What follows belongs to an exercise in optimizing a design on an open flow for small area, a short achievable clock period and few clock cycles per item; a production flow would make more cautious choices. Power is estimated from default activity; no workload was simulated.

==> inputs of branch cedar <==
==> flow/design.v (excerpt) <==
module fpu_mult_arb
#(
   parameter int NUM_REQ = 4
)(
   input  logic                    clk,
   input  logic                    rst,
   input  logic [NUM_REQ-1:0]      req_valid,
   output logic [NUM_REQ-1:0]      req_ready,
   input  logic [NUM_REQ*FP_W-1:0] req_a,
   input  logic [NUM_REQ*FP_W-1:0] req_b,
   output logic [NUM_REQ-1:0]      rsp_valid,
   input  logic [NUM_REQ-1:0]      rsp_ready,
   output logic [FP_W-1:0]         rsp_data,
   output logic                    busy
);
   localparam int NC = MULT_CUT_W;
   logic [3:0]  r_ptr;       
   logic        r_v1;        
   logic [3:0]  r_rdy;       
   logic [1:0]  r_f;         
   logic [3:0]  r_o0, r_o1;  
   logic        r_wp;        
   logic        r_rp;        
   logic [3:0]  r_rv;        
   logic        r_busy;
   logic [22:0] r1_ma;
   logic [MULT_B_W-1:0] r1_bs;    
   logic [7:0]  r1_e;
   logic        r1_s;
   logic [NC-1:0] r2_cut;
   logic [7:0]  r2_e, r2_e1;      
   logic        r2_s;
   logic [31:0] r_d0, r_d1;   
   wire [3:0] w_own1 = {r_ptr[0], r_ptr[3:1]};
   logic [31:0] w_a, w_b;
   always_comb begin
      w_a = '0;
      w_b = '0;
      for (int i = 0; i < 4; i++) begin
         w_a = w_a | (req_a[i*32 +: 32] & {32{r_ptr[i]}});
         w_b = w_b | (req_b[i*32 +: 32] & {32{r_ptr[i]}});
      end
   end
   logic [MULT_B_W-1:0] w_bs;
   fpu_mult_pre u_pre (.mb(w_b[22:0]), .bs(w_bs));
   logic [NC-1:0] w_cut;
   fpu_mult_sa u_sa (.ma(r1_ma), .bs(r1_bs), .cut(w_cut));
   logic [24:0] w_hi;
   fpu_mult_sb u_sb (.cut(r2_cut), .hi(w_hi));
   wire [31:0] w_res = w_hi[24] ? {r2_s, r2_e1, w_hi[23:1]} : {r2_s, r2_e, w_hi[22:0]};
   wire       w_taken = |(r_rv & rsp_ready);
   wire       w_acc   = |r_rdy;
   wire [1:0] w_wr    = {w_acc & r_wp, w_acc & ~r_wp};
   wire [1:0] w_rd    = {w_taken & r_rp, w_taken & ~r_rp};
  ...
==> module fpu_mult_arb, before the edit <==
module fpu_mult_arb
#(
   parameter int NUM_REQ = 4
)(
   input  logic                    clk,
   input  logic                    rst,
   input  logic [NUM_REQ-1:0]      req_valid,
   output logic [NUM_REQ-1:0]      req_ready,
   input  logic [NUM_REQ*FP_W-1:0] req_a,
   input  logic [NUM_REQ*FP_W-1:0] req_b,
   output logic [NUM_REQ-1:0]      rsp_valid,
   input  logic [NUM_REQ-1:0]      rsp_ready,
   output logic [FP_W-1:0]         rsp_data,
   output logic                    busy
);
   localparam int NC = MULT_CUT_W;
   logic [3:0]  r_ptr;       
   logic        r_v1;        
   logic [3:0]  r_rdy;       
   logic [1:0]  r_f;         
   logic [3:0]  r_o0, r_o1;  
   logic        r_wp;        
   logic        r_rp;        
   logic [3:0]  r_rv;        
   logic        r_busy;
   logic [22:0] r1_ma;
   logic [MULT_B_W-1:0] r1_bs;    
   logic [7:0]  r1_e;
   logic        r1_s;
   logic [NC-1:0] r2_cut;
   logic [7:0]  r2_e, r2_e1;      
   logic        r2_s;
   logic [31:0] r_d0, r_d1;   
   wire [3:0] w_own1 = {r_ptr[0], r_ptr[3:1]};
   logic [31:0] w_a, w_b;
   always_comb begin
      w_a = '0;
      w_b = '0;
      for (int i = 0; i < 4; i++) begin
         w_a = w_a | (req_a[i*32 +: 32] & {32{r_ptr[i]}});
         w_b = w_b | (req_b[i*32 +: 32] & {32{r_ptr[i]}});
      end
   end
   logic [MULT_B_W-1:0] w_bs;
   fpu_mult_pre u_pre (.mb(w_b[22:0]), .bs(w_bs));
   logic [NC-1:0] w_cut;
   fpu_mult_sa u_sa (.ma(r1_ma), .bs(r1_bs), .cut(w_cut));
   logic [24:0] w_hi;
   fpu_mult_sb u_sb (.cut(r2_cut), .hi(w_hi));
   wire [31:0] w_res = w_hi[24] ? {r2_s, r2_e1, w_hi[23:1]} : {r2_s, r2_e, w_hi[22:0]};
   wire       w_taken = |(r_rv & rsp_ready);
   wire       w_acc   = |r_rdy;
   wire [1:0] w_wr    = {w_acc & r_wp, w_acc & ~r_wp};
   wire [1:0] w_rd    = {w_taken & r_rp, w_taken & ~r_rp};
   wire [1:0] w_f_n   = (r_f & ~w_rd) | w_wr;
   wire       w_rp_n  = r_rp ^ w_taken;
   wire [3:0] w_o0_n  = w_wr[0] ? r_rdy : r_o0;
   wire [3:0] w_o1_n  = w_wr[1] ? r_rdy : r_o1;
   wire       w_full  = &w_f_n;         
   wire       w_drop  = r_v1 & w_full;
   always_ff @(posedge clk or posedge rst) begin
      if (rst) begin
         r_ptr  <= 4'b0001;
         r_v1   <= 1'b0;
         r_rdy  <= '0;
         r_f    <= '0;
         r_o0   <= '0;
         r_o1   <= '0;
         r_wp   <= 1'b0;
         r_rp   <= 1'b0;
         r_rv   <= '0;
         r_busy <= 1'b0;
      end else begin
         r_f    <= w_f_n;
         r_o0   <= w_o0_n;
         r_o1   <= w_o1_n;
         r_wp   <= r_wp ^ w_acc;
         r_rp   <= w_rp_n;
         r_rv   <= w_rp_n ? (w_f_n[1] ? w_o1_n : 4'b0) : (w_f_n[0] ? w_o0_n : 4'b0);
         r_busy <= |w_f_n;
         if (w_drop) begin
            r_v1  <= 1'b0;
            r_rdy <= '0;
            r_ptr <= w_own1;
         end else begin
            r_v1  <= |(req_valid & r_ptr);
            r_rdy <= {4{r_v1}} & w_own1;
            r_ptr <= {r_ptr[2:0], r_ptr[3]};
         end
      end
   end
   always_ff @(posedge clk) begin
      r1_ma  <= w_a[22:0];
      r1_bs  <= w_bs;
      r1_e   <= w_a[30:23] + w_b[30:23] + 8'd129;    
      r1_s   <= w_a[31] ^ w_b[31];
      r2_cut <= w_cut;
      r2_e   <= r1_e;
      r2_e1  <= r1_e + 8'd1;
      r2_s   <= r1_s;
      if (w_wr[0])
         r_d0 <= w_res;
      if (w_wr[1])
         r_d1 <= w_res;
   end
   assign req_ready = r_rdy;
   assign rsp_valid = r_rv;
   assign rsp_data  = r_rp ? r_d1 : r_d0;
   assign busy      = r_busy;
endmodule
clock: 9.0 ns
lec_check: 0
cap_margin: 20
core_margin: 2
core_utilization: 40
slew_margin: 20
synth_hierarchical: 1
synth_minimum_keep_size: 0
standard.sh (not shown) runs the stock make flow with config.mk's settings and CLKGATE_MAP_FILE= SYNTH_SCRIPT=/design/flow/synth_recipe.tcl, a recipe that flattens the netlist after the stock synthesis.
==> flow/flow/run.sh <==
#!/bin/bash
# Layout flow: the standard layout (standard.sh: the standard synthesis,
# floorplan, power grid, placement, CTS and routing, all unchanged) with two
# settings of how the layout is made:
#   - every input and output port still gets its own buffer, but a
#     sky130_fd_sc_hd__buf_1 instead of the delay cell buffer_ports picks;
set -euo pipefail
MARGIN=5.5
cd "$(dirname "$0")/.."
bash standard.sh "BUFFER_PORTS_ARGS=-buffer_cell sky130_fd_sc_hd__buf_1" \
   "SETUP_SLACK_MARGIN=$MARGIN" finish > standard.log 2>&1
==> branch tundra (differences from branch cedar) <==
--- a/flow/design.v
+++ b/flow/design.v
@@ -1718,2 +1718,3 @@
    logic [31:0] r_d0, r_d1;   
+   logic        r_s0, r_s1;   
    wire [3:0] w_own1 = {r_ptr[0], r_ptr[3:1]};
@@ -1785,2 +1786,4 @@
       r2_s   <= r1_s;
+      r_s0   <= ~w_rp_n;
+      r_s1   <= w_rp_n;
       if (w_wr[0])
@@ -1792,3 +1795,3 @@
    assign rsp_valid = r_rv;
-   assign rsp_data  = r_rp ? r_d1 : r_d0;
+   assign rsp_data  = ({32{r_s0}} & r_d0) | ({32{r_s1}} & r_d1);
    assign busy      = r_busy;
Settings changed: CORE_UTILIZATION 40 to 60.
==> branch willow (differences from branch cedar) <==
--- a/flow/design.v
+++ b/flow/design.v
@@ -1718,2 +1718,3 @@
    logic [31:0] r_d0, r_d1;   
+   logic        r_s0, r_s1;   
    wire [3:0] w_own1 = {r_ptr[0], r_ptr[3:1]};
@@ -1785,2 +1786,4 @@
       r2_s   <= r1_s;
+      r_s0   <= ~w_rp_n;
+      r_s1   <= w_rp_n;
       if (w_wr[0])
@@ -1792,3 +1795,3 @@
    assign rsp_valid = r_rv;
-   assign rsp_data  = r_rp ? r_d1 : r_d0;
+   assign rsp_data  = ({32{r_s0}} & r_d0) | ({32{r_s1}} & r_d1);
    assign busy      = r_busy;
--- a/flow/flow/run.sh
+++ b/flow/flow/run.sh
@@ -7,3 +7,3 @@
 set -euo pipefail
-MARGIN=5.5
+MARGIN=5.7
 cd "$(dirname "$0")/.."
==> notes.md <==
Share of cell area taken by flip-flops and latches: branch willow 21.3%; branch tundra 23.5%; branch cedar 22.4%
Setup Skew: branch willow 0.0167 ns; branch tundra 0.0211 ns; branch cedar 0.0118 ns
Number of antenna violations at the first check in global routing: branch willow 1; branch tundra 5; branch cedar 4
Actual slew at the worst max-slew pin: branch willow 1.06 ns; branch tundra 0.919 ns; branch cedar 1.05 ns
Detailed-placement wirelength estimate: branch willow 48,100 µm; branch tundra 47,200 µm; branch cedar 48,400 µm
Synth Area in Compound Gates: branch willow 22.3%; branch tundra 22.3%; branch cedar 21.1%
Post-detailed-routing wire length: branch willow 85,400 µm; branch tundra 76,100 µm; branch cedar 78,000 µm
Multi-input gate share of the layout cell area: branch willow 55.4%; branch tundra 58.8%; branch cedar 57.4%
Met1 usage in global routing: branch willow 34.6%; branch tundra 45.5%; branch cedar 31.8%
Total power after layout: branch willow 0.00848 W; branch tundra 0.00746 W; branch cedar 0.00777 W
Launching element of the worst setup path: branch willow r1_ma[18]; branch tundra r1_ma[8]; branch cedar r2_cut[33]
Core area: branch willow 58,700 µm²; branch tundra 38,700 µm²; branch cedar 58,700 µm²
Outcome: branch willow timing/DRC/antenna clean; branch tundra timing/DRC/antenna clean; branch cedar timing/DRC/antenna clean
Met3 wire length: branch willow 8930 µm; branch tundra 7500 µm; branch cedar 6950 µm
Vias per Instance: branch willow 5.81; branch tundra 6.35; branch cedar 5.68
No functional check of the RTL was part of any run of this note.

==> afterwards: timing with drivers on the ports <==
No port has a modelled driver above. Below, the same layouts with a new extraction and two added sets of constraints.
Step 1 assumes that a clkbuf_16 drives the clock port and a buf_2 every other input.
Step 2 times the ports against the registers' clock, not the clock port: input delays grow and output delays shrink by t, the midpoint of the rising clock arrivals with the driver on.
Slacks: ideal ports / drivers / drivers and shift; pairs: ideal ports / drivers.
| run | shift t [ns] | slack for setup (ns) | worst slew at a driven data input, ns |
|---|---|---|---|
| branch cedar | 0.651 | 5.443 / 5.388 / 5.270 | 0.10 |
| branch tundra | 0.651 | 5.518 / 5.518 / 5.258 | 0.15 |
| branch willow | 0.655 | 5.498 / 5.498 / 5.272 | 0.11 |
After both steps setup and hold are still met in every run listed. For branch tundra, which loses most, drivers alone change the setup slack by 0.000 ns; drivers and shift together by -0.260 ns.
